What follows belongs to an exercise in optimizing a design on an open flow for small area, a short achievable clock period and few clock cycles; a production flow would make more cautious choices. The RTL was checked by simulation tests, not by an equivalence proof against the original design. No activity file was given, so power comes from the tool's default toggle rates.

File: flow/design.v
`timescale 1ns/1ps
module kitten_tile_top (
    input  logic                                clk,
    input  logic                                rst_n,
    input  logic                                psel,
    input  logic                                penable,
    input  logic                                pwrite,
    input  logic [8-1:0]      paddr,
    input  logic [32-1:0]      pwdata,
    output logic                                pready,
    output logic [32-1:0]      prdata,
    output logic                                pslverr,
    input  logic                                tick_start,
    output logic                                tick_done,
    input  logic [3-1:0]          activity_hint,
    input  logic [16-1:0]        thresh_base,
    input  logic [8-1:0]         thresh_scale,
    input  logic [4*8-1:0] layer_key,
    output logic [4-1:0]              spike_out,
    output logic                                spike_valid,
    output logic [4*8-1:0] axis_state_out,
    output logic                                axis_write_en,
    output logic [3-1:0]          max_active_idx,
    output logic                                early_exit_flag
);
    localparam int LANES = 4;
    localparam int DEPTH = 8;
    localparam int V     = 16;
    localparam int W     = 8;
    localparam int AB    = 3;
    localparam int SLOTS = LANES * DEPTH;
    localparam int SUM_W = V + AB;
    localparam int PW    = 16 + 8;
    localparam int XW    = PW + 2;
    assign pready  = 1'b1;
    assign prdata  = '0;
    assign pslverr = 1'b0;
    logic [V-1:0]     bank [SLOTS];
    logic [SLOTS-1:0] nz_q;
    logic [SUM_W-1:0] sum_q [LANES];
    logic [V-1:0]     leak_q [LANES];
    logic             consume;
    logic [DEPTH-1:0] active;
    for (genvar w = 0; w < DEPTH; w++) begin : g_act
        assign active[w] = |nz_q[w*LANES +: LANES];
    end
    logic             wr_acc_q;
    logic [4:0]       wr_slot_q;
    logic             upd_q;
    logic [1:0]       upd_lane_q;
    logic [V-1:0]     new_q;
    logic [V-1:0]     old_q;
    logic [SUM_W-1:0] sel_q;
    logic [SLOTS-1:0] hit;
    logic [V-1:0]     old_rd;
    always_ff @(posedge clk or negedge rst_n) begin
        if (!rst_n) begin
            wr_acc_q <= 1'b0;
            upd_q    <= 1'b0;
        end else begin
            wr_acc_q <= psel & ~penable & pwrite;
            upd_q    <= wr_acc_q;
        end
    end
    for (genvar s = 0; s < SLOTS; s++) begin : g_hit
        assign hit[s] = (wr_slot_q == s);
    end
    always_comb begin
        old_rd = '0;
        for (int s = 0; s < SLOTS; s++)
            old_rd = old_rd | (bank[s] & {V{hit[s] & nz_q[s]}});
    end
    always_ff @(posedge clk) begin
        wr_slot_q  <= paddr[4:0];
        upd_lane_q <= wr_slot_q[1:0];
        new_q      <= pwdata[V-1:0];
        old_q      <= old_rd;
        sel_q      <= sum_q[wr_slot_q[1:0]];
    end
    for (genvar s = 0; s < SLOTS; s++) begin : g_slot
        always_ff @(posedge clk) begin
            if (wr_acc_q && hit[s])
                bank[s] <= pwdata[V-1:0];
        end
    end
    always_ff @(posedge clk or negedge rst_n) begin
        if (!rst_n)
            nz_q <= '0;
        else if (consume)
            nz_q <= '0;
        else if (wr_acc_q)
            nz_q[wr_slot_q] <= |pwdata[V-1:0];
    end
    logic [SUM_W-1:0] sum_upd;
    assign sum_upd = sel_q + {{AB{1'b0}}, new_q} - {{AB{1'b0}}, old_q};
    for (genvar l = 0; l < LANES; l++) begin : g_sum
        always_ff @(posedge clk or negedge rst_n) begin
            if (!rst_n)
                sum_q[l] <= '0;
            else if (consume)
                sum_q[l] <= '0;
            else if (upd_q && upd_lane_q == l)
                sum_q[l] <= sum_upd;
        end
    end
    logic st1_q, st2_q, done_q;
    always_ff @(posedge clk or negedge rst_n) begin
        if (!rst_n) begin
            st1_q  <= 1'b0;
            st2_q  <= 1'b0;
            done_q <= 1'b0;
        end else begin
            st1_q  <= tick_start;
            st2_q  <= st1_q;
            done_q <= st2_q;
        end
    end
    assign consume       = st2_q;
    assign tick_done     = done_q;
    assign spike_valid   = done_q;
    assign axis_write_en = done_q;
    logic [DEPTH-1:0]             below;
    logic                         seen_q;
    logic [16-1:0] base_q;
    logic [8-1:0]  scale_q;
    for (genvar w = 0; w < DEPTH; w++) begin : g_below
        assign below[w] = (w < activity_hint);
    end
    always_ff @(posedge clk) begin
        seen_q  <= |(active & below);
        base_q  <= thresh_base;
        scale_q <= thresh_scale;
    end
    logic [PW-1:0] pp [8];
    logic [PW-1:0] r1 [6];
    logic [PW-1:0] r2 [4];
    logic [PW-1:0] r3 [3];
    logic [PW-1:0] ps, pc, ps_q, pc_q;
    for (genvar j = 0; j < 8; j++) begin : g_pp
        assign pp[j] = scale_q[j] ? (PW'(base_q) << j) : '0;
    end
    assign r1[0] = pp[0] ^ pp[1] ^ pp[2];
    assign r1[1] = ((pp[0] & pp[1]) | (pp[0] & pp[2]) | (pp[1] & pp[2])) << 1;
    assign r1[2] = pp[3] ^ pp[4] ^ pp[5];
    assign r1[3] = ((pp[3] & pp[4]) | (pp[3] & pp[5]) | (pp[4] & pp[5])) << 1;
    assign r1[4] = pp[6];
    assign r1[5] = pp[7];
    assign r2[0] = r1[0] ^ r1[1] ^ r1[2];
    assign r2[1] = ((r1[0] & r1[1]) | (r1[0] & r1[2]) | (r1[1] & r1[2])) << 1;
    assign r2[2] = r1[3] ^ r1[4] ^ r1[5];
    assign r2[3] = ((r1[3] & r1[4]) | (r1[3] & r1[5]) | (r1[4] & r1[5])) << 1;
    assign r3[0] = r2[0] ^ r2[1] ^ r2[2];
    assign r3[1] = ((r2[0] & r2[1]) | (r2[0] & r2[2]) | (r2[1] & r2[2])) << 1;
    assign r3[2] = r2[3];
    assign ps = r3[0] ^ r3[1] ^ r3[2];
    assign pc = ((r3[0] & r3[1]) | (r3[0] & r3[2]) | (r3[1] & r3[2])) << 1;
    always_ff @(posedge clk) begin
        ps_q <= ps;
        pc_q <= pc;
    end
    logic [AB-1:0] top_idx;
    always_comb begin
        top_idx = '0;
        for (int w = 0; w < DEPTH; w++)
            if (active[w])
                top_idx = w[AB-1:0];
    end
    logic [V:0] n_q [LANES];
    for (genvar l = 0; l < LANES; l++) begin : g_lane
        logic [V-1:0]  cur;
        logic [XW-1:0] a, b, c, us, uc, x;
        logic [V-1:0]  nsat, leak_next;
        logic          spk;
        logic [W-1:0]  key, kbind;
        assign cur = !seen_q ? '0 :
                     (|sum_q[l][SUM_W-1:V]) ? '1 : sum_q[l][V-1:0];
        always_ff @(posedge clk)
            n_q[l] <= {1'b0, leak_q[l]} + {1'b0, cur};
        assign a   = {2'b0, ps_q};
        assign b   = {2'b0, pc_q};
        assign c   = ~{{(XW-V-8){1'b0}}, n_q[l], 7'h7f};
        assign us  = a ^ b ^ c;
        assign uc  = ((a & b) | (a & c) | (b & c)) << 1;
        assign x   = us + uc;
        assign spk = x[XW-1];
        assign nsat      = n_q[l][V] ? '1 : n_q[l][V-1:0];
        assign leak_next = nsat - (nsat >> 3);
        always_ff @(posedge clk or negedge rst_n) begin
            if (!rst_n)
                leak_q[l] <= '0;
            else if (st2_q)
                leak_q[l] <= spk ? '0 : leak_next;
        end
        assign key = layer_key[l*W +: W];
        for (genvar b = 0; b < W; b++) begin : g_bind
            if (b == 0)
                assign kbind[b] = key[0];
            else if (b == W - 1)
                assign kbind[b] = key[b] ^ (|key[b-1:0]) ^ key[0];
            else
                assign kbind[b] = key[b] ^ (|key[b-1:0]);
        end
        always_ff @(posedge clk) begin
            if (st2_q) begin
                spike_out[l] <= spk;
                axis_state_out[l*W +: W] <= spk ? kbind : '0;
            end
        end
    end
    always_ff @(posedge clk) begin
        if (st2_q) begin
            early_exit_flag <= ~seen_q;
            max_active_idx  <= seen_q ? top_idx : '0;
        end
    end
endmodule
File: flow/flow/run.sh
#!/bin/bash
set -euo pipefail
cd "$(dirname "$0")/.."
bash standard.sh SETUP_SLACK_MARGIN=7 finish > make_finish.log 2>&1 || { tail -n 40 make_finish.log; exit 1; }
tail -n 5 make_finish.log
test -f out/final.def
File: flow/standard.sh
#!/bin/bash
# synth_recipe.tcl (not shown) runs the flow's synth.tcl, then flattens the netlist and writes it again
# the make line also repeats each setting of config.mk as NAME=value (left out here)
make -C /OpenROAD-flow-scripts/flow DESIGN_CONFIG=/design/flow/config.mk WORK_HOME=/design/flow/orfs CLKGATE_MAP_FILE= SYNTH_SCRIPT=/design/flow/synth_recipe.tcl "${@:-finish}"
File: flow/config.mk
export PLATFORM = sky130hd
export DESIGN_NAME = kitten_tile_top
export DESIGN_NICKNAME = kitten_tile_top
export VERILOG_FILES = /design/flow/design.v
export SDC_FILE = /design/flow/constraint.sdc
export NUM_CORES = 4
export LEC_CHECK = 0
export CAP_MARGIN = 20
export CORE_MARGIN = 2
export CORE_UTILIZATION = 60
export SLEW_MARGIN = 20
File: flow/constraint.sdc
create_clock -name core_clock -period 10.0 [get_ports {clk}]
set_input_delay 2.0000 -clock core_clock [delete_from_list [all_inputs] [get_ports {clk}]]
set_output_delay 2.0000 -clock core_clock [all_outputs]
set_load 0.01 [all_outputs]
==> out/metrics.cfg, run 1 <==
[outcome]
status = no timing/DRC/antenna violations

[setup_path]
end_kind = primary output
critPathSlowestCell = dfrtp_1
cp.arrival_ps = 1220
critPathLaunchType = flip-flop
critPathBufInv = 1
crit_path_cell_trace = buf_2
crit_required_ps = 8000
slowest_delay_ps = 400
cp_max_fo = 3
cp.depth = 1
worst_r2r_path_depth = 15
worstSetupPathType = reg -> out
critPathTopFamily = flip-flops

[global_routing]
grt_pass1_wl_um = 201000
grt-ovfl-total = 0
grt_pass1_vias = 31800
antenna_found_initial = 1
track_usage = 0.3450
grt_max_degree = 76

[drt]
vias = 33247
vias_per_cell = 6.108
antenna_left = 0
drc = 0
drt_iter0_markers = 3296
wire_per_inst_um = 25.29
drtPass1Iterations = 9
wirelength_um = 137700

[synthesis]
synth_edf_count = 552
ys_warn_count = 9
ys_ff_latch = 917
synth_top_area_frac = 0.3563
ys_seq_area_frac = 0.5324
synth.area.top_cells = edfxtp_1, dfrtp_1, dfxtp_1
synth_area_leader_cell = edfxtp_1
netlist_area_um2 = 46520
syn_inst = 4039
avgSynthCellArea_um2 = 11.52
ys.flop_type = edfxtp_1
synth.distinct_cells = 84
synth_async_sr_flop_share = 0.1930

[sta]
finalHoldViolCount = 0
rsz0062_at_grt = yes
period_share = 0.3215
drv_slew = 0
skew_ps = 64.36
slew_headroom = 0.2668
fmax_ghz = 0.3110
fin_crit_ps = 3215
finalSetupTns_ps = 0
tightest_slew_ps = 1100
setup_viol = 0

[pwr]
switching_share = 0.3578
pwr-share-clk = 0.248
ir_drop_v = 0.0002138
p_comb_frac = 0.423
seq_power_share = 0.329
power_leakage_nw = 22.53
p_total_w = 0.01417
p_int_w = 0.009102
powerDensity_nw_per_um2 = 255.6
p_sw_w = 0.005071

[place]
placed_cell_area_um2 = 48920
port_buffers = 128
dpl.hpwl_um = 86190
gp_congestion = 0.9009

[finish]
final_cell_mix = edfxtp_1, inv_1, nor2_1, nand2_1, ha_1
layout-drive-gt1-share = 0.1815
num_antenna_cells = 0
area_growth_syn_to_layout_pct = 19.20
multi_input_area_um2 = 20850
postLayoutCoreUtil = 0.7194
nFillCells = 5544
layout.nets = 4838
final_area_um2 = 55450
seq_area_um2 = 24820
final_common_cell = edfxtp_1

[die]
io_pins = 182
coreArea_um2 = 77080
start_util = 0.6035
die_h_um = 282.5
die_w_um = 282.5
std_cell_rows = 102
die_area_um2 = 79780

[cts]
cts_max_level = 3
cts_buffers = 94
clock-sinks = 917
clock_path_buffers = 3
clkLatencyLatePin_ps = 690
cts_tree = done
cts.clk_slew.worst_paths_ps = 60
root_buffer = clkbuf_16

[run]
maxCapViolations = 0

[hold_path]
min_path_type = reg -> reg
hold_depth = 0

-- synthesized netlist by cell type, drive strengths merged, types with 35 or more instances --
library cell and number:
ha 234, edfxtp 552, nand2 214, o21a 35, nand3 87, a222oi 51, inv 456, or2 55
dfxtp 188, o21ai 153, buf 102, and3 66, and2 132, a21oi 133, dfrtp 177, xnor2 81
nor2b 45, nand4 57, nor3 51, nor2 293, fa 178, a21o 36, a22oi 195, clkbuf 97
-- registers in the layout, indices dropped and copies added (netlist names), 2 cells and up --
register / cells
ps_q: 18
nz_q: 32
sel_q: 19
base_q: 16
sum_q: 76
bank: 512
max_active_idx: 3
wr_slot_q: 5
axis_state_out: 32
n_q: 68
new_q: 16
pc_q: 19
scale_q: 8
spike_out: 4
leak_q: 64
old_q: 16
upd_lane_q: 2
-- power groups by stage --
stage / sequential (W) / clock [W] / combinational, W
after detailed placement: 0.00472 / 0 / 0.00452
final: 0.00466 / 0.00351 / 0.00600
after floorplan: 0.00463 / 0 / 0.00333
after global placement: 0.00471 / 0 / 0.00445
after CTS: 0.00465 / 0.00353 / 0.00518
after global routing: 0.00469 / 0.00369 / 0.00669
-- layer usage --
metal  vias up  share of wire  track usage
met5         -       0.000094            0
met4         2          0.056       0.1662
met3       402          0.084      0.05592
met2      1597           0.49       0.5750
met1     16375           0.37       0.4417
li1      14871              -            -
-- per-stage QoR --
| step | cells | setup slack, ps | hold WS, ps |
|---|---|---|---|
| final | 5443 | 6785 | 349.1 |
| after global routing | 5443 | 6743 | 356.1 |
| after CTS | 5372 | 6766 | 351.5 |
| after detailed placement | 5117 | 5310 | 337.9 |
| after global placement | 5117 | 5385 | 336.2 |
| after floorplan | 4071 | 6895 | 331.2 |
-- path summary, 6_finish.rpt --
kind	start	end	slack, ps
worst max register to register	pc_q[20]$_DFF_P_	leak_q[2][12]$_DFFE_PN0P_	6890
max in group asynchronous	rst_n	leak_q[3][10]$_DFFE_PN0P_	7230
worst min register to register	st1_q$_DFF_PN0_	st2_q$_DFF_PN0_	350
worst max-delay path	done_q$_DFF_PN0_	spike_valid	6780
min in group asynchronous	rst_n	leak_q[0][1]$_DFFE_PN0P_	1350
worst min-delay path	st1_q$_DFF_PN0_	st2_q$_DFF_PN0_	350
-- cell type report --
class / instances / area share
clock buffers: 136 / 0.04779
clock inverters: 42 / 0.008010
inverters: 457 / 0.03193
multi-input cells: 2498 / 0.3760
flip-flops and latches: 917 / 0.4476
well taps: 1040 / 0.02347
repair buffers: 352 / 0.06507
repair inverters: 1 / 0.0001354
-- repair_timing --
| action | CTS | global route |
|---|---|---|
| gates cloned | 14 | 3 |
| pin swaps | 73 | 126 |
| setup buffers | 63 | 67 |
| hold buffers | 0 | 0 |
| setup endpoints to repair | 409 | 330 |
| gates resized for setup | 417 | 272 |
-- kinds of logic (layout without fill, tap and decap cells) --
group / count (synthesis) / count (layout) / share of synthesized area
other cells: 2 / 34 / 0.0001614
mux: 26 / 26 / 0.005594
compound gates: 819 / 819 / 0.1233
buf+inv: 656 / 988 / 0.05990
flops: 917 / 917 / 0.5324
fa+ha+maj: 412 / 412 / 0.1395
simple gates: 1092 / 1092 / 0.1174
xor+xnor: 115 / 115 / 0.02165
Testbench counts, summed over its fixed seeds: cycles 49,384.
==> inputs of run 2 (changes only) <==
--- a/flow/design.v
+++ b/flow/design.v
@@ -40,7 +40,16 @@
     logic [SUM_W-1:0] sum_q [LANES];
     logic [V-1:0]     leak_q [LANES];
     logic             consume;
+    logic             clear;
     logic [DEPTH-1:0] active;
+    logic init_q;
+    always_ff @(posedge clk or negedge rst_n) begin
+        if (!rst_n)
+            init_q <= 1'b0;
+        else
+            init_q <= 1'b1;
+    end
+    assign clear = consume | ~init_q;
     for (genvar w = 0; w < DEPTH; w++) begin : g_act
         assign active[w] = |nz_q[w*LANES +: LANES];
     end
@@ -83,10 +92,8 @@
                 bank[s] <= pwdata[V-1:0];
         end
     end
-    always_ff @(posedge clk or negedge rst_n) begin
-        if (!rst_n)
-            nz_q <= '0;
-        else if (consume)
+    always_ff @(posedge clk) begin
+        if (clear)
             nz_q <= '0;
         else if (wr_acc_q)
             nz_q[wr_slot_q] <= |pwdata[V-1:0];
@@ -94,10 +101,8 @@
     logic [SUM_W-1:0] sum_upd;
     assign sum_upd = sel_q + {{AB{1'b0}}, new_q} - {{AB{1'b0}}, old_q};
     for (genvar l = 0; l < LANES; l++) begin : g_sum
-        always_ff @(posedge clk or negedge rst_n) begin
-            if (!rst_n)
-                sum_q[l] <= '0;
-            else if (consume)
+        always_ff @(posedge clk) begin
+            if (clear)
                 sum_q[l] <= '0;
             else if (upd_q && upd_lane_q == l)
                 sum_q[l] <= sum_upd;
@@ -185,8 +190,8 @@
         assign spk = x[XW-1];
         assign nsat      = n_q[l][V] ? '1 : n_q[l][V-1:0];
         assign leak_next = nsat - (nsat >> 3);
-        always_ff @(posedge clk or negedge rst_n) begin
-            if (!rst_n)
+        always_ff @(posedge clk) begin
+            if (!init_q)
                 leak_q[l] <= '0;
             else if (st2_q)
                 leak_q[l] <= spk ? '0 : leak_next;
--- a/flow/config.mk
+++ b/flow/config.mk
@@ -7,5 +7,7 @@
 export LEC_CHECK = 0
 export CAP_MARGIN = 20
 export CORE_MARGIN = 2
-export CORE_UTILIZATION = 60
+export CORE_UTILIZATION = 70
+export CTS_CLUSTER_SIZE = 30
+export PLACE_DENSITY = 0.78
 export SLEW_MARGIN = 20
==> out/metrics.cfg, run 2 <==
[outcome]
status = no timing/DRC/antenna violations  ; unchanged

[synthesis]
synth.distinct_cells = 80  ; was 84
ys_ff_latch = 918  ; was 917
ys.flop_type = edfxtp_1  ; unchanged
synth_most_common_cell = edfxtp_1  ; unchanged
netlist_area_um2 = 45400  ; was 46520 µm²
synth_edf_count = 552  ; unchanged
ys_warn_count = 9  ; unchanged
synth_commonest_cells = edfxtp_1, inv_1, dfxtp_1, nor2_1, nand2_1  ; was edfxtp_1, inv_1, nor2_1, ha_1, nand2_1
ys_seq_area_frac = 0.5272  ; was 0.5324
synth.area.top_cells = edfxtp_1, dfxtp_1, fa_1  ; was edfxtp_1, dfrtp_1, dfxtp_1
synth_top_area_frac = 0.3651  ; was 0.3563
avgSynthCellArea_um2 = 11.34  ; was 11.52 µm²
synth_async_sr_flop_share = 0.006536  ; was 0.1930
syn_inst = 4002  ; was 4039
synth_area_leader_cell = edfxtp_1  ; unchanged

[setup_path]
cp.arrival_ps = 1210  ; was 1220 ps
regToRegEndpoint = leak_q[2][3]$_SDFFE_PN0P_  ; was leak_q[2][12]$_DFFE_PN0P_
slowest_delay_ps = 390  ; was 400 ps
crit_path_cell_trace = buf_2  ; unchanged
critPathSlowestCell = dfrtp_1  ; unchanged
rrSetupSlack_ps = 6900  ; was 6890 ps
worstSetupPathType = reg -> out  ; unchanged
worst_r2r_path_depth = 13  ; was 15
cp_max_fo = 3  ; unchanged
critPathLaunchType = flip-flop  ; unchanged
critPathBufInv = 1  ; unchanged
crit_required_ps = 8000  ; about the same
end_kind = primary output  ; unchanged
critPathTopFamily = flip-flops  ; unchanged
timing.rr.start = pc_q[7]$_DFF_P_  ; was pc_q[20]$_DFF_P_

[pwr]
pwr-share-clk = 0.284  ; was 0.248
seq_power_share = 0.351  ; was 0.329
p_int_w = 0.008516  ; was 0.009102 W
powerDensity_nw_per_um2 = 242.7  ; was 255.6 nW/µm²
ir_drop_v = 0.0002413  ; was 0.0002138 V
power_leakage_nw = 21.10  ; was 22.53 nW
p_comb_frac = 0.365  ; was 0.423
p_sw_w = 0.004424  ; was 0.005071 W
switching_share = 0.3419  ; was 0.3578

[drt]
vias = 33982  ; was 33.25k
drc = 0  ; unchanged
drt_iter0_markers = 4725  ; was 3296
antenna_left = 0  ; unchanged
vias_per_cell = 6.577  ; was 6.108
wire_per_inst_um = 26.89  ; was 25.29 µm
wirelength_um = 138900  ; was 137700 µm
drtPass1Iterations = 9  ; unchanged

[finish]
area_growth_syn_to_layout_pct = 17.46  ; was 19.20%
nFillCells = 3574  ; was 5544
final_cell_mix = edfxtp_1, inv_1, dfxtp_1, nor2_1, nand2_1  ; was edfxtp_1, inv_1, nor2_1, nand2_1, ha_1
top_register = bank  ; unchanged
layout-drive-gt1-share = 0.1656  ; was 0.1815
final_cells = 5167  ; was 5443
layout.nets = 4748  ; was 4838
largest_reg_flops = 512  ; unchanged
biggestRegsByFlops = bank (512), sum_q (76), n_q (68)  ; unchanged
final_area_um2 = 53330  ; was 55450 µm²
final_common_cell = edfxtp_1  ; unchanged

[hold_path]
min_from = st1_q$_DFF_PN0_  ; unchanged
min_to = st2_q$_DFF_PN0_  ; unchanged
hold_depth = 0  ; unchanged
min_path_type = reg -> reg  ; unchanged

[sta]
fin_crit_ps = 3211  ; was 3215 ps
rsz0062_at_grt = yes  ; unchanged
slew_headroom = 0.2501  ; was 0.2668
tightest_slew_ps = 1125  ; was 1100 ps
period_share = 0.3211  ; was 0.3215
fmax_ghz = 0.3115  ; was 0.3110 GHz
setup_viol = 0  ; unchanged
skew_ps = 64.16  ; was 64.36 ps
finalHoldViolCount = 0  ; unchanged
drv_slew = 0  ; unchanged
hold-worst-slack_ps = 348.2  ; was 349.1 ps
finalSetupTns_ps = 0  ; unchanged

[run]
maxCapViolations = 0  ; unchanged

[place]
numPlacedInstances = 4903  ; was 5117
placed_cell_area_um2 = 47800  ; was 48920 µm²
dpl.hpwl_um = 82550  ; was 86190 µm
gp_congestion = 0.9272  ; was 0.9009
port_buffers = 128  ; unchanged

[global_routing]
grt_pass1_wl_um = 202200  ; was 201000 µm
grt-ovfl-total = 0  ; unchanged
grt_max_degree = 89  ; was 76
top_usage_layer = met2  ; unchanged
grt_use_met3 = 0.09233  ; was 0.05592
antenna_found_initial = 0  ; was 1
track_usage = 0.4075  ; was 0.3450
grt_pass1_vias = 33697  ; was 31.80k
use_met2 = 0.6697  ; was 0.5750
grt_use_met1 = 0.4733  ; was 0.4417

[die]
io_pins = 182  ; unchanged
start_util = 0.7068  ; was 0.6035
die_w_um = 258.7  ; was 282.5 µm
die_h_um = 258.7  ; was 282.5 µm
coreArea_um2 = 64230  ; was 77080 µm²
std_cell_rows = 93  ; was 102
die_area_um2 = 66910  ; was 79780 µm²

[cts]
root_buffer = clkbuf_16  ; unchanged
clkLatencyLatePin_ps = 710  ; was 690 ps
hold_buffers = 0  ; unchanged
clock-sinks = 918  ; was 917
cts_tree = done  ; unchanged
cts_max_level = 3  ; unchanged
cts.clk_slew.worst_paths_ps = 70  ; was 60 ps
clock_path_buffers = 3  ; unchanged
cts_buffers = 92  ; was 94

-- run 2: power by group through the flow --
stage	combinational [W]	clock, W	sequential (W)
3_5_place_dp	0.00404	0	0.00459
2_1_floorplan	0.00303	0	0.00452
3_3_place_gp	0.00391	0	0.00458
5_1_grt	0.00530	0.00380	0.00456
4_1_cts	0.00436	0.00362	0.00452
6_report	0.00473	0.00367	0.00454
-- run 2: what timing repair did --
| item | in CTS | in global routing |
|---|---|---|
| pin swaps | 34 | 86 |
| endpoints found under the setup margin | 254 | 234 |
| gates resized for setup | 408 | 208 |
| cloned | 18 | 3 |
| buffers inserted | 34 | 34 |
-- run 2: worst max-delay path by stage --
stage | slack [ps] | startpoint | cells past startpoint | end
CTS | 6770 | done_q$_DFF_PN0_ | 1 | axis_write_en
global placement | 5300 | pwdata[0] | 8 | nz_q[31]$_SDFFE_PP0P_
detailed placement | 5250 | pwdata[0] | 8 | nz_q[27]$_SDFFE_PP0P_
floorplan | 6950 | pwdata[2] | 5 | nz_q[26]$_SDFFE_PP0P_
global route | 6770 | done_q$_DFF_PN0_ | 1 | axis_write_en
finish | 6790 | done_q$_DFF_PN0_ | 1 | axis_write_en
-- run 2: cell type report --
class	instances	area, µm²	share of cell area
inverter	438	1695	0.03179
antenna	1	2.502	0.00004693
timing repair buffer	296	3063	0.05744
sequential	918	23990	0.4498
clock buffer	121	2482	0.04655
clock inverter	53	720.7	0.01351
multi-input combinational	2485	20310	0.3808
tap	855	1070	0.02006
-- run 2: metrics by stage --
stage,total power [W],setup WS [ps],utilization
2_1_floorplan,0.007554,6954,-
3_3_place_gp,0.008494,5301,0.7442
3_5_place_dp,0.008634,5250,0.7442
4_1_cts,0.01251,6772,0.8140
5_1_grt,0.01366,6767,0.8302
6_report,0.01294,6789,0.8302
-- run 2: kinds of logic (layout without fill, tap and decap cells) --
family                   count (synthesis)  after routing  synth area share
buffers and inverters                  634            908           0.05716
AND/OR/NAND/NOR                       1103           1104            0.1210
adder cells (fa/ha/maj)                412            412            0.1430
XOR/XNOR                               124            124           0.02392
other                                    2             36         0.0001654
AO/OA/AOI/OAI                          788            789            0.1230
flip-flops                             918            918            0.5272
multiplexers                            21             21          0.004630
-- run 2: per-layer routing --
layer | part of all wire | up-vias | wire length (µm)
met3 | 0.11 | 737 | 15810
li1 | - | 14669 | -
met1 | 0.32 | 16188 | 45050
met4 | 0.088 | 0 | 12170
met2 | 0.47 | 2388 | 65910
met5 | 0 | - | 0
Testbench counts of run 2, summed over its fixed seeds: cycles 49,384.
==> inputs of run 3 (changes only) <==
--- a/flow/config.mk
+++ b/flow/config.mk
@@ -11,3 +11,4 @@
 export CTS_CLUSTER_SIZE = 30
 export PLACE_DENSITY = 0.78
 export SLEW_MARGIN = 20
+export TNS_END_PERCENT = 30
==> out/metrics.cfg, run 3 <==
[outcome]
status = no timing/DRC/antenna violations  ; unchanged

[finish]
biggestRegsByFlops = bank (512), sum_q (76), n_q (68)  ; unchanged
layout-drive-gt1-share = 0.1443  ; was 0.1656
top_register = bank  ; unchanged
final_cells = 5139  ; was 5167
area_growth_syn_to_layout_pct = 15.19  ; was 17.46%
largest_reg_flops = 512  ; unchanged
nFillCells = 3785  ; was 3574
multi_input_area_um2 = 19900  ; was 20310 µm²
final_common_cell = edfxtp_1  ; unchanged
layout.nets = 4728  ; was 4748
final_cell_mix = edfxtp_1, inv_1, dfxtp_1, nor2_1, nand2_1  ; unchanged
seq_area_um2 = 23980  ; was 23990 µm²
final_area_um2 = 52290  ; was 53330 µm²

[sta]
tightest_slew_ps = 1113  ; was 1125 ps
hold-worst-slack_ps = 354.5  ; was 348.2 ps
finalSetupTns_ps = 0  ; unchanged
fin_crit_ps = 3194  ; was 3211 ps
slew_headroom = 0.2577  ; was 0.2501
finalHoldViolCount = 0  ; unchanged
setup_viol = 0  ; unchanged
fmax_ghz = 0.3131  ; was 0.3115 GHz
period_share = 0.3194  ; was 0.3211
drv_slew = 0  ; unchanged
skew_ps = 47.32  ; was 64.16 ps
rsz0062_at_grt = yes  ; unchanged

[hold_path]
min_from = st1_q$_DFF_PN0_  ; unchanged
min_path_type = reg -> reg  ; unchanged

[cts]
clkLatencyLatePin_ps = 700  ; was 710 ps
cts_buffers = 91  ; was 92
clock_path_buffers = 3  ; unchanged
cts_max_level = 3  ; unchanged
cts_tree = done  ; unchanged
cts.clk_slew.worst_paths_ps = 60  ; was 70 ps
clock-sinks = 918  ; unchanged
root_buffer = clkbuf_16  ; unchanged

[synthesis]
syn_inst = 4002  ; unchanged
synth_area_leader_cell = edfxtp_1  ; unchanged
avgSynthCellArea_um2 = 11.34  ; unchanged
ys.flop_type = edfxtp_1  ; unchanged
netlist_area_um2 = 45400  ; unchanged
synth_most_common_cell = edfxtp_1  ; unchanged
synth_edf_count = 552  ; unchanged
synth.distinct_cells = 80  ; unchanged
synth_commonest_cells = edfxtp_1, inv_1, dfxtp_1, nor2_1, nand2_1  ; unchanged
synth_async_sr_flop_share = 0.006536  ; unchanged
ys_warn_count = 9  ; unchanged
synth.area.top_cells = edfxtp_1, dfxtp_1, fa_1  ; unchanged
ys_ff_latch = 918  ; unchanged
synth_top_area_frac = 0.3651  ; unchanged
ys_seq_area_frac = 0.5272  ; unchanged

[setup_path]
cp.arrival_ps = 1190  ; was 1210 ps
worstSetupPathType = reg -> out  ; unchanged
crit_path_start = axis_state_out[19]$_SDFFCE_PN0P_  ; was done_q$_DFF_PN0_
crit_required_ps = 8000  ; about the same
crit_path_cell_trace = buf_2  ; unchanged
cp_max_fo = 1  ; was 3
critPathTopFamily = flip-flops  ; unchanged
end_kind = primary output  ; unchanged
timing.rr.start = ps_q[7]$_DFF_P_  ; was pc_q[7]$_DFF_P_
critPathSlowestCell = edfxtp_1  ; was dfrtp_1
slowest_delay_ps = 370  ; was 390 ps
critPathBufInv = 1  ; unchanged
critPathLaunchType = flip-flop  ; unchanged

[drt]
vias = 33284  ; was 33.98k
drt_iter0_markers = 4243  ; was 4725
drtPass1Iterations = 8  ; was 9
antenna_left = 0  ; unchanged
wirelength_um = 133400  ; was 138900 µm
vias_per_cell = 6.477  ; was 6.577
drc = 0  ; unchanged
wire_per_inst_um = 25.96  ; was 26.89 µm

[global_routing]
antenna_found_initial = 2  ; was 0
grt_max_degree = 89  ; unchanged
track_usage = 0.3796  ; was 0.4075
grt_pass1_vias = 31571  ; was 33.70k
grt_pass1_wl_um = 188900  ; was 202200 µm
grt-ovfl-total = 0  ; unchanged

[die]
coreArea_um2 = 64230  ; unchanged
die_h_um = 258.7  ; unchanged
start_util = 0.7068  ; unchanged
die_area_um2 = 66910  ; unchanged
io_pins = 182  ; unchanged
die_w_um = 258.7  ; unchanged
std_cell_rows = 93  ; unchanged

[pwr]
p_total_w = 0.01249  ; was 0.01294 W
ir_drop_v = 0.0001677  ; was 0.0002413 V
powerDensity_nw_per_um2 = 238.9  ; was 242.7 nW/µm²
power_leakage_nw = 20.59  ; was 21.10 nW

[place]
dpl.hpwl_um = 82300  ; was 82550 µm
port_buffers = 128  ; unchanged
numPlacedInstances = 4895  ; was 4903
gp_congestion = 0.9297  ; was 0.9272
placed_cell_area_um2 = 47740  ; was 47800 µm²

[run]
maxCapViolations = 0  ; unchanged

[run 3: cell types whose count changed in the layout (fill, tap and decap cells not counted), moves of 10 or more]
cell	delta
buf_6	-10
bufbuf_16	-14
clkbuf_16	+10
clkbuf_2	+11
clkinv_2	-12
[run 3: kinds of logic after synthesis]
kind of cell,share of synthesized area
DFF,0.5272
other,0.0001654
muxes,0.004630
and+or+nand+nor,0.1210
xor gates and xnor gates,0.02392
adders and majority gates,0.1430
buffers and inverters,0.05716
AOI/OAI and AO/OA,0.1230
[run 3: final timing paths]
kind	endpoint	cells past startpoint	slack, ps
setup / recovery	axis_state_out[19]	1	6810
hold reg to reg	st2_q$_DFF_PN0_	0	350
setup reg to reg	leak_q[3][15]$_SDFFE_PN0P_	14	6960
min in group asynchronous	wr_acc_q$_DFF_PN0_	1	1560
hold / removal	st2_q$_DFF_PN0_	0	350
max in group asynchronous	st2_q$_DFF_PN0_	1	8220
[run 3: routing by layer]
| metal | vias up | global-route usage | share of wire |
|---|---|---|---|
| met5 | - | 0 | 0 |
| met4 | 0 | 0.2209 | 0.076 |
| met3 | 583 | 0.07003 | 0.11 |
| met2 | 2158 | 0.6381 | 0.48 |
| met1 | 15906 | 0.4618 | 0.33 |
| li1 | 14637 | - | - |
[run 3: what timing repair did]
| item | 4_1_cts | 5_1_grt |
|---|---|---|
| pin swaps | 11 | 55 |
| cloned | 0 | 18 |
| endpoints found under the setup margin | 248 | 273 |
| resized for setup | 284 | 181 |
| hold buffers | 0 | 0 |
| buffers inserted | 12 | 47 |
| endpoints found under the hold margin | 0 | 0 |
[run 3: area by class of cell]
cell class,count,share of cell area
multi-input cells,2486,0.3805
well taps,855,0.02046
clock inverters,31,0.007465
flip-flops and latches,918,0.4585
inverters,438,0.03225
repair buffers,276,0.05096
diodes,1,0.00004785
clock buffers,134,0.04979
[run 3: through the flow]
stage | setup WS [ps] | utilization
global placement | 5207 | 0.7433
global route | 6757 | 0.8141
finish | 6806 | 0.8141
CTS | 6792 | 0.7945
detailed placement | 5147 | 0.7433
floorplan | 6945 | -
[run 3: power by group]
group	switching (W)	total (W)	internal, W
Clock	0.00153	0.00344	0.00191
Combinational	0.00252	0.00452	0.00199
Sequential	0.000220	0.00453	0.00431
==> inputs of run 4 (changes only) <==
--- a/flow/config.mk
+++ b/flow/config.mk
@@ -11,4 +11,4 @@
 export CTS_CLUSTER_SIZE = 30
 export PLACE_DENSITY = 0.78
 export SLEW_MARGIN = 20
-export TNS_END_PERCENT = 30
+export TNS_END_PERCENT = 10
==> out/metrics.cfg, run 4 <==
[global_routing]
antenna_found_initial = 1  ; was 2
grt_pass1_vias = 32173  ; was 31.57k
use_met2 = 0.6550  ; was 0.6381
grt-ovfl-total = 0  ; unchanged
track_usage = 0.3951  ; was 0.3796
grt_max_degree = 90  ; was 89
top_usage_layer = met2  ; unchanged
grt_pass1_wl_um = 195700  ; was 188900 µm
grt_use_met1 = 0.4746  ; was 0.4618
grt_use_met3 = 0.08597  ; was 0.07003

[die]
start_util = 0.7068  ; unchanged
die_w_um = 258.7  ; unchanged
die_area_um2 = 66910  ; unchanged
io_pins = 182  ; unchanged
die_h_um = 258.7  ; unchanged
std_cell_rows = 93  ; unchanged
coreArea_um2 = 64230  ; unchanged

[finish]
layout.nets = 4715  ; was 4728
area_growth_syn_to_layout_pct = 15.47  ; was 15.19%
final_common_cell = edfxtp_1  ; unchanged
top_register = bank  ; unchanged
biggestRegsByFlops = bank (512), sum_q (76), n_q (68)  ; unchanged
postLayoutCoreUtil = 0.8162  ; was 0.8141
final_cell_mix = edfxtp_1, inv_1, dfxtp_1, nor2_1, nand2_1  ; unchanged
layout-drive-gt1-share = 0.1396  ; was 0.1443
largest_reg_flops = 512  ; unchanged
final_cells = 5132  ; was 5139

[cts]
clock-sinks = 918  ; unchanged
clkLatencyLatePin_ps = 660  ; was 700 ps
root_buffer = clkbuf_16  ; unchanged
cts_buffers = 92  ; was 91
hold_buffers = 0  ; unchanged
cts_max_level = 3  ; unchanged
cts_tree = done  ; unchanged
cts.clk_slew.worst_paths_ps = 60  ; about the same
clock_path_buffers = 3  ; unchanged

[sta]
fin_crit_ps = 3195  ; was 3194 ps
period_share = 0.3195  ; was 0.3194
fmax_ghz = 0.3129  ; was 0.3131 GHz
slew_headroom = 0.1538  ; was 0.2577
setup_viol = 0  ; unchanged
rsz0062_at_grt = yes  ; unchanged
finalSetupTns_ps = 0  ; unchanged
tightest_slew_ps = 1269  ; was 1113 ps
drv_slew = 0  ; unchanged
finalHoldViolCount = 0  ; unchanged
skew_ps = 50.26  ; was 47.32 ps

[synthesis]
netlist_area_um2 = 45400  ; unchanged
synth_commonest_cells = edfxtp_1, inv_1, dfxtp_1, nor2_1, nand2_1  ; unchanged
ys.flop_type = edfxtp_1  ; unchanged
synth_edf_count = 552  ; unchanged
synth_async_sr_flop_share = 0.006536  ; unchanged
synth.area.top_cells = edfxtp_1, dfxtp_1, fa_1  ; unchanged
ys_ff_latch = 918  ; unchanged
synth_top_area_frac = 0.3651  ; unchanged
syn_inst = 4002  ; unchanged
avgSynthCellArea_um2 = 11.34  ; unchanged
ys_warn_count = 9  ; unchanged
synth.distinct_cells = 80  ; unchanged
synth_most_common_cell = edfxtp_1  ; unchanged
synth_area_leader_cell = edfxtp_1  ; unchanged
ys_seq_area_frac = 0.5272  ; unchanged

[pwr]
powerDensity_nw_per_um2 = 238.9  ; about the same
p_sw_w = 0.004240  ; was 0.004278 W
seq_power_share = 0.362  ; was 0.363
power_leakage_nw = 20.69  ; was 20.59 nW
ir_drop_v = 0.0001794  ; was 0.0001677 V
switching_share = 0.3386  ; was 0.3425
p_comb_frac = 0.358  ; was 0.362
p_int_w = 0.008283  ; was 0.008213 W
pwr-share-clk = 0.281  ; was 0.275

[place]
dpl.hpwl_um = 81040  ; was 82300 µm
gp_congestion = 0.9470  ; was 0.9297
numPlacedInstances = 4893  ; was 4895
port_buffers = 128  ; unchanged

[setup_path]
worst_r2r_path_depth = 12  ; was 14
cp.arrival_ps = 1200  ; was 1190 ps
worstSetupPathType = reg -> out  ; unchanged
critPathBufInv = 1  ; unchanged
critPathSlowestCell = edfxtp_1  ; unchanged
cp.depth = 1  ; unchanged
crit_required_ps = 8000  ; about the same
cp_max_fo = 1  ; unchanged
regToRegEndpoint = leak_q[1][15]$_SDFFE_PN0P_  ; was leak_q[3][15]$_SDFFE_PN0P_
critPathTopFamily = flip-flops  ; unchanged
timing.rr.start = ps_q[7]$_DFF_P_  ; unchanged
rrSetupSlack_ps = 6830  ; was 6960 ps
crit_path_cell_trace = buf_2  ; unchanged
slowest_delay_ps = 380  ; was 370 ps
critPathLaunchType = flip-flop  ; unchanged
end_kind = primary output  ; unchanged

[hold_path]
min_to = st2_q$_DFF_PN0_  ; unchanged
hold_depth = 0  ; unchanged
min_path_type = reg -> reg  ; unchanged
min_from = st1_q$_DFF_PN0_  ; unchanged

[run]
maxCapViolations = 0  ; unchanged

[drt]
drtPass1Iterations = 7  ; was 8
drc = 0  ; unchanged
wire_per_inst_um = 26.03  ; was 25.96 µm
drt_iter0_markers = 4055  ; was 4243
vias_per_cell = 6.530  ; was 6.477
wirelength_um = 133600  ; was 133400 µm
antenna_left = 0  ; unchanged
vias = 33513  ; was 33.28k

[outcome]
status = no timing/DRC/antenna violations  ; unchanged

==> run 4: power groups by stage <==
stage / Clock (W) / Combinational [W] / Sequential (W)
after floorplan: 0 / 0.00303 / 0.00452
after global placement: 0 / 0.00392 / 0.00459
after detailed placement: 0 / 0.00402 / 0.00459
after CTS: 0.00350 / 0.00421 / 0.00452
after global routing: 0.00364 / 0.00506 / 0.00455
final: 0.00352 / 0.00448 / 0.00453
==> run 4: per-stage QoR <==
step | total power, W | worst slack [ps] | hold WS [ps] | instance area [µm²]
global route | 0.01326 | 6761 | 372.3 | 52420
CTS | 0.01222 | 6785 | 369.9 | 51460
detailed placement | 0.008613 | 5103 | 359.9 | 47700
floorplan | 0.007554 | 6945 | 331.2 | 45610
global placement | 0.008504 | 5203 | 359.9 | 47700
finish | 0.01252 | 6805 | 369.3 | 52420
==> run 4: logic make-up after synthesis <==
kind of cell / count (synthesis) / synth area share
flip-flops: 918 / 0.5272
multiplexers: 21 / 0.004630
AND/OR/NAND/NOR: 1103 / 0.1210
XOR/XNOR: 124 / 0.02392
adder cells (fa/ha/maj): 412 / 0.1430
AO/OA/AOI/OAI: 788 / 0.1230
buffers and inverters: 634 / 0.05716
other: 2 / 0.0001654
==> run 4: area by class of cell <==
| cell class | count | area, µm² |
|---|---|---|
| antenna | 1 | 2.502 |
| clock buffer | 130 | 2589 |
| clock inverter | 42 | 467.9 |
| fill | 3737 | 11810 |
| inverter | 438 | 1670 |
| multi-input combinational | 2486 | 20060 |
| sequential | 918 | 23960 |
| tap | 855 | 1070 |
| timing repair buffer | 262 | 2603 |
==> run 4: per-layer routing <==
| metal | share of wire | vias up | wire length, µm |
|---|---|---|---|
| li1 | - | 14626 | - |
| met1 | 0.34 | 16015 | 45160 |
| met2 | 0.48 | 2280 | 63700 |
| met3 | 0.11 | 590 | 14900 |
| met4 | 0.073 | 2 | 9795 |
| met5 | 0.000082 | - | 11 |
==> run 4: worst max path at each step <==
stage | from | to | slack, ps
2_1_floorplan | pwdata[2] | nz_q[31]$_SDFFE_PP0P_ | 6940
3_3_place_gp | pwdata[0] | nz_q[31]$_SDFFE_PP0P_ | 5200
3_5_place_dp | pwdata[9] | nz_q[31]$_SDFFE_PP0P_ | 5100
4_1_cts | axis_state_out[14]$_SDFFCE_PN0P_ | axis_state_out[14] | 6790
5_1_grt | n_q[1][16]$_DFF_P_ | leak_q[1][12]$_SDFFE_PN0P_ | 6760
6_report | axis_state_out[25]$_SDFFCE_PN0P_ | axis_state_out[25] | 6800
==> run 4: what timing repair did <==
item | in CTS | in global routing
resized for setup | 324 | 163
pin swaps | 10 | 50
buffers inserted | 15 | 35
cloned | 13 | 3
endpoints found under the setup margin | 301 | 280
==> inputs of run 5 (changes only) <==
--- a/flow/design.v
+++ b/flow/design.v
@@ -31,7 +31,6 @@
     localparam int SLOTS = LANES * DEPTH;
     localparam int SUM_W = V + AB;
     localparam int PW    = 16 + 8;
-    localparam int XW    = PW + 2;
     assign pready  = 1'b1;
     assign prdata  = '0;
     assign pslverr = 1'b0;
@@ -140,7 +139,7 @@
     logic [PW-1:0] r1 [6];
     logic [PW-1:0] r2 [4];
     logic [PW-1:0] r3 [3];
-    logic [PW-1:0] ps, pc, ps_q, pc_q;
+    logic [PW-1:0] ps, pc;
     for (genvar j = 0; j < 8; j++) begin : g_pp
         assign pp[j] = scale_q[j] ? (PW'(base_q) << j) : '0;
     end
@@ -159,9 +158,16 @@
     assign r3[2] = r2[3];
     assign ps = r3[0] ^ r3[1] ^ r3[2];
     assign pc = ((r3[0] & r3[1]) | (r3[0] & r3[2]) | (r3[1] & r3[2])) << 1;
-    always_ff @(posedge clk) begin
-        ps_q <= ps;
-        pc_q <= pc;
+    localparam int SH = 7;
+    localparam int TW = PW - SH;
+    logic [SH:0]   lo_sum;
+    logic [TW-1:0] ps_q, pc_q;
+    logic          c7_q;
+    assign lo_sum = {1'b0, ps[SH-1:0]} + {1'b0, pc[SH-1:0]};
+    always_ff @(posedge clk) begin
+        ps_q <= ps[PW-1:SH];
+        pc_q <= pc[PW-1:SH];
+        c7_q <= lo_sum[SH];
     end
     logic [AB-1:0] top_idx;
     always_comb begin
@@ -173,7 +179,7 @@
     logic [V:0] n_q [LANES];
     for (genvar l = 0; l < LANES; l++) begin : g_lane
         logic [V-1:0]  cur;
-        logic [XW-1:0] a, b, c, us, uc, x;
+        logic [V+1:0]  a, b, c, us, uc, x;
         logic [V-1:0]  nsat, leak_next;
         logic          spk;
         logic [W-1:0]  key, kbind;
@@ -181,13 +187,13 @@
                      (|sum_q[l][SUM_W-1:V]) ? '1 : sum_q[l][V-1:0];
         always_ff @(posedge clk)
             n_q[l] <= {1'b0, leak_q[l]} + {1'b0, cur};
-        assign a   = {2'b0, ps_q};
-        assign b   = {2'b0, pc_q};
-        assign c   = ~{{(XW-V-8){1'b0}}, n_q[l], 7'h7f};
+        assign a   = {1'b0, ps_q};
+        assign b   = {1'b0, pc_q};
+        assign c   = ~{1'b0, n_q[l]};
         assign us  = a ^ b ^ c;
-        assign uc  = ((a & b) | (a & c) | (b & c)) << 1;
-        assign x   = us + uc;
-        assign spk = x[XW-1];
+        assign uc  = ((a & b) | (a & c) | (b & c));
+        assign x   = us + {uc[V:0], c7_q};
+        assign spk = x[V+1];
         assign nsat      = n_q[l][V] ? '1 : n_q[l][V-1:0];
         assign leak_next = nsat - (nsat >> 3);
         always_ff @(posedge clk) begin
--- a/flow/config.mk
+++ b/flow/config.mk
@@ -11,4 +11,3 @@
 export CTS_CLUSTER_SIZE = 30
 export PLACE_DENSITY = 0.78
 export SLEW_MARGIN = 20
-export TNS_END_PERCENT = 10
==> out/metrics.cfg, run 5 <==
[global_routing]
grt_max_degree = 94  ; was 90
grt-ovfl-total = 0  ; unchanged
grt_pass1_wl_um = 201900  ; was 195700 µm
antenna_found_initial = 6  ; was 1
track_usage = 0.4071  ; was 0.3951
grt_pass1_vias = 33707  ; was 32.17k

[synthesis]
netlist_area_um2 = 45360  ; was 45400 µm²
syn_inst = 4015  ; was 4002
synth_async_sr_flop_share = 0.006557  ; was 0.006536
synth_area_leader_cell = edfxtp_1  ; unchanged
synth_commonest_cells = edfxtp_1, inv_1, dfxtp_1, nor2_1, nand2_1  ; unchanged
synth_most_common_cell = edfxtp_1  ; unchanged
ys.flop_type = edfxtp_1  ; unchanged
synth.distinct_cells = 87  ; was 80
avgSynthCellArea_um2 = 11.30  ; was 11.34 µm²
ys_seq_area_frac = 0.5263  ; was 0.5272
ys_ff_latch = 915  ; was 918
synth_top_area_frac = 0.3654  ; was 0.3651
ys_warn_count = 9  ; unchanged
synth_edf_count = 552  ; unchanged
synth.area.top_cells = edfxtp_1, dfxtp_1, fa_1  ; unchanged

[pwr]
powerDensity_nw_per_um2 = 265.8  ; was 238.9 nW/µm²
p_sw_w = 0.005105  ; was 0.004240 W
seq_power_share = 0.322  ; was 0.362
pwr-share-clk = 0.244  ; was 0.281
p_comb_frac = 0.434  ; was 0.358
ir_drop_v = 0.0002268  ; was 0.0001794 V
switching_share = 0.3624  ; was 0.3386
power_leakage_nw = 20.87  ; was 20.69 nW
p_int_w = 0.008982  ; was 0.008283 W
p_total_w = 0.01409  ; was 0.01252 W

[finish]
top_register = bank  ; unchanged
final_cell_mix = edfxtp_1, inv_1, dfxtp_1, nor2_1, nand2_1  ; unchanged
layout.nets = 4760  ; was 4715
layout-drive-gt1-share = 0.1631  ; was 0.1396
seq_area_um2 = 23950  ; was 23960 µm²
area_growth_syn_to_layout_pct = 16.86  ; was 15.47%
biggestRegsByFlops = bank (512), sum_q (76), n_q (68)  ; unchanged
nFillCells = 3579  ; was 3737
final_common_cell = edfxtp_1  ; unchanged
largest_reg_flops = 512  ; unchanged
final_cells = 5180  ; was 5132
multi_input_area_um2 = 20290  ; was 20060 µm²

[die]
coreArea_um2 = 64230  ; unchanged
die_w_um = 258.6  ; was 258.7 µm
io_pins = 182  ; unchanged
start_util = 0.7062  ; was 0.7068
die_area_um2 = 66850  ; was 66910 µm²
std_cell_rows = 93  ; unchanged
die_h_um = 258.6  ; was 258.7 µm

[hold_path]
min_path_type = reg -> reg  ; unchanged
min_from = st1_q$_DFF_PN0_  ; unchanged
min_to = st2_q$_DFF_PN0_  ; unchanged
hold_depth = 0  ; unchanged

[sta]
period_share = 0.3192  ; was 0.3195
hold-worst-slack_ps = 353.7  ; was 369.3 ps
slew_headroom = 0.2507  ; was 0.1538
setup_viol = 0  ; unchanged
fin_crit_ps = 3192  ; was 3195 ps
tightest_slew_ps = 1124  ; was 1269 ps
finalHoldViolCount = 0  ; unchanged
drv_slew = 0  ; unchanged
skew_ps = 57.00  ; was 50.26 ps
rsz0062_at_grt = yes  ; unchanged
layout_setup_ws_ps = 6808  ; was 6805 ps
finalSetupTns_ps = 0  ; unchanged
fmax_ghz = 0.3133  ; was 0.3129 GHz

[setup_path]
regToRegEndpoint = axis_state_out[17]$_SDFFCE_PP0P_  ; was leak_q[1][15]$_SDFFE_PN0P_
worst_r2r_path_depth = 15  ; was 12
cp_max_fo = 1  ; unchanged
critPathLaunchType = flip-flop  ; unchanged
critPathTopFamily = flip-flops  ; unchanged
crit_path_cell_trace = buf_2  ; unchanged
end_kind = primary output  ; unchanged
crit_required_ps = 8000  ; about the same
critPathSlowestCell = edfxtp_1  ; unchanged
critPathBufInv = 1  ; unchanged
slowest_delay_ps = 370  ; was 380 ps
worstSetupPathType = reg -> out  ; unchanged
rrSetupSlack_ps = 6830  ; about the same
timing.rr.start = ps_q[10]$_DFF_P_  ; was ps_q[7]$_DFF_P_
cp.arrival_ps = 1190  ; was 1200 ps

[outcome]
status = no timing/DRC/antenna violations  ; unchanged

[drt]
antenna_left = 0  ; unchanged
wire_per_inst_um = 26.27  ; was 26.03 µm
wirelength_um = 136100  ; was 133600 µm
drt_iter0_markers = 4250  ; was 4055
vias = 33817  ; was 33.51k
vias_per_cell = 6.528  ; was 6.530
drc = 0  ; unchanged
drtPass1Iterations = 8  ; was 7

[run]
maxCapViolations = 0  ; unchanged

[place]
gp_congestion = 0.9338  ; was 0.9470
port_buffers = 128  ; unchanged
pre_cts_ws_ps = 4624  ; was 5103 ps
numPlacedInstances = 4919  ; was 4893
dpl.hpwl_um = 81730  ; was 81040 µm

[cts]
cts.clk_slew.worst_paths_ps = 60  ; about the same
cts_buffers = 91  ; was 92
clkLatencyLatePin_ps = 700  ; was 660 ps
cts_tree = done  ; unchanged
clock_path_buffers = 3  ; unchanged
cts_max_level = 3  ; unchanged
clock-sinks = 915  ; was 918
root_buffer = clkbuf_16  ; unchanged

-- run 5: kinds of logic after synthesis --
kind of cell / after synthesis / share of synthesized area
DFF: 915 / 0.5263
muxes: 24 / 0.005296
other: 2 / 0.0001656
and+or+nand+nor: 1052 / 0.1146
AOI/OAI and AO/OA: 848 / 0.1299
adders and majority gates: 408 / 0.1413
buffers and inverters: 643 / 0.05848
xor gates and xnor gates: 123 / 0.02391
-- run 5: how the worst max path moves through the flow --
stage,from,endpoint,slack (ps),cells past startpoint
after global placement,pwdata[0],nz_q[27]$_SDFFE_PP0P_,4680,7
final,axis_state_out[13]$_SDFFCE_PP0P_,axis_state_out[13],6810,1
after CTS,axis_state_out[13]$_SDFFCE_PP0P_,axis_state_out[13],6790,1
after global routing,ps_q[10]$_DFF_P_,axis_state_out[17]$_SDFFCE_PP0P_,6750,16
after floorplan,pwdata[2],nz_q[26]$_SDFFE_PP0P_,6950,5
after detailed placement,pwdata[0],nz_q[31]$_SDFFE_PP0P_,4620,7
-- run 5: area by class of cell --
type | count | area share
clock inverter | 36 | 0.008025
antenna | 2 | 0.00009442
multi-input combinational | 2492 | 0.3828
sequential | 915 | 0.4518
tap | 855 | 0.02018
timing repair buffer | 294 | 0.05564
inverter | 453 | 0.03286
clock buffer | 133 | 0.04862
-- run 5: repair_timing --
action | 4_1_cts | 5_1_grt
endpoints found under the setup margin | 276 | 255
pin swaps | 95 | 79
buffers inserted | 51 | 24
gates cloned | 15 | 0
gates resized for setup | 465 | 145
hold buffers | 0 | 0
-- run 5: per-stage QoR --
| step | cell area, µm² | util |
|---|---|---|
| floorplan | 45660 | - |
| global placement | 47720 | 0.7429 |
| detailed placement | 47730 | 0.7431 |
| CTS | 52270 | 0.8137 |
| global route | 53000 | 0.8252 |
| finish | 53010 | 0.8252 |
-- run 5: power groups by stage --
stage	Sequential [W]	Combinational [W]	Clock (W)
floorplan	0.00454	0.00379	0
finish	0.00453	0.00611	0.00344
CTS	0.00452	0.00582	0.00342
global route	0.00455	0.00677	0.00358
detailed placement	0.00459	0.00501	0
global placement	0.00459	0.00488	0
-- run 5: layer usage --
layer,part of all wire,GRT usage
met5,0.00037,0
met4,0.088,0.2942
met3,0.11,0.09370
met2,0.47,0.6693
met1,0.33,0.4719
-- run 5: worst register-to-register path, stage by stage (launching register included) --
cell        delay, ps
dfxtp_2           340
clkinvlp_4        160
buf_6             170
buf_6             110
fa_1              520
inv_2              50
ha_4              210
o21a_1            100
o21ai_1           140
a211oi_1           90
a221o_1           390
xor2_2            170
buf_6             160
buf_6             130
inv_8              50
and2_1            150
Testbench counts of run 5, summed over its fixed seeds: cycles 49,384.

## what the ideal ports hide
No port has a modelled driver above. Below, the same layouts with a new extraction and two added sets of constraints. Step 1: set_driving_cell puts a clkbuf_16 on clk and a buf_2 on each other input, an assumption about the parent block. Step 2 also shifts input and output timing later by t, the mid clock arrival at the registers, as if the neighbouring blocks saw the same clock. Slacks: ideal / step 1 / step 2; pairs: ideal / step 1.
run	t (ns)	setup slack, ns	hold WS [ns]	clock arrival spread, ns	worst register clock-pin slew, ns
run 1	0.724	6.785 / 6.714 / 6.310	0.349 / 0.349 / 0.349	0.066 / 0.065	0.07 / 0.07
run 2	0.742	6.789 / 6.718 / 6.272	0.348 / 0.348 / 0.348	0.078 / 0.079	0.07 / 0.07
run 3	0.744	6.806 / 6.738 / 6.320	0.355 / 0.355 / 0.355	0.055 / 0.055	0.07 / 0.07
run 4	0.699	6.805 / 6.740 / 6.199	0.369 / 0.369 / 0.369	0.057 / 0.057	0.07 / 0.07
run 5	0.741	6.808 / 6.739 / 6.314	0.354 / 0.354 / 0.354	0.064 / 0.064	0.07 / 0.07
After both steps setup and hold are still met in every run listed. The setup slack of run 4, which loses most, moves by -0.065 ns with the drivers and by -0.606 ns with both steps.
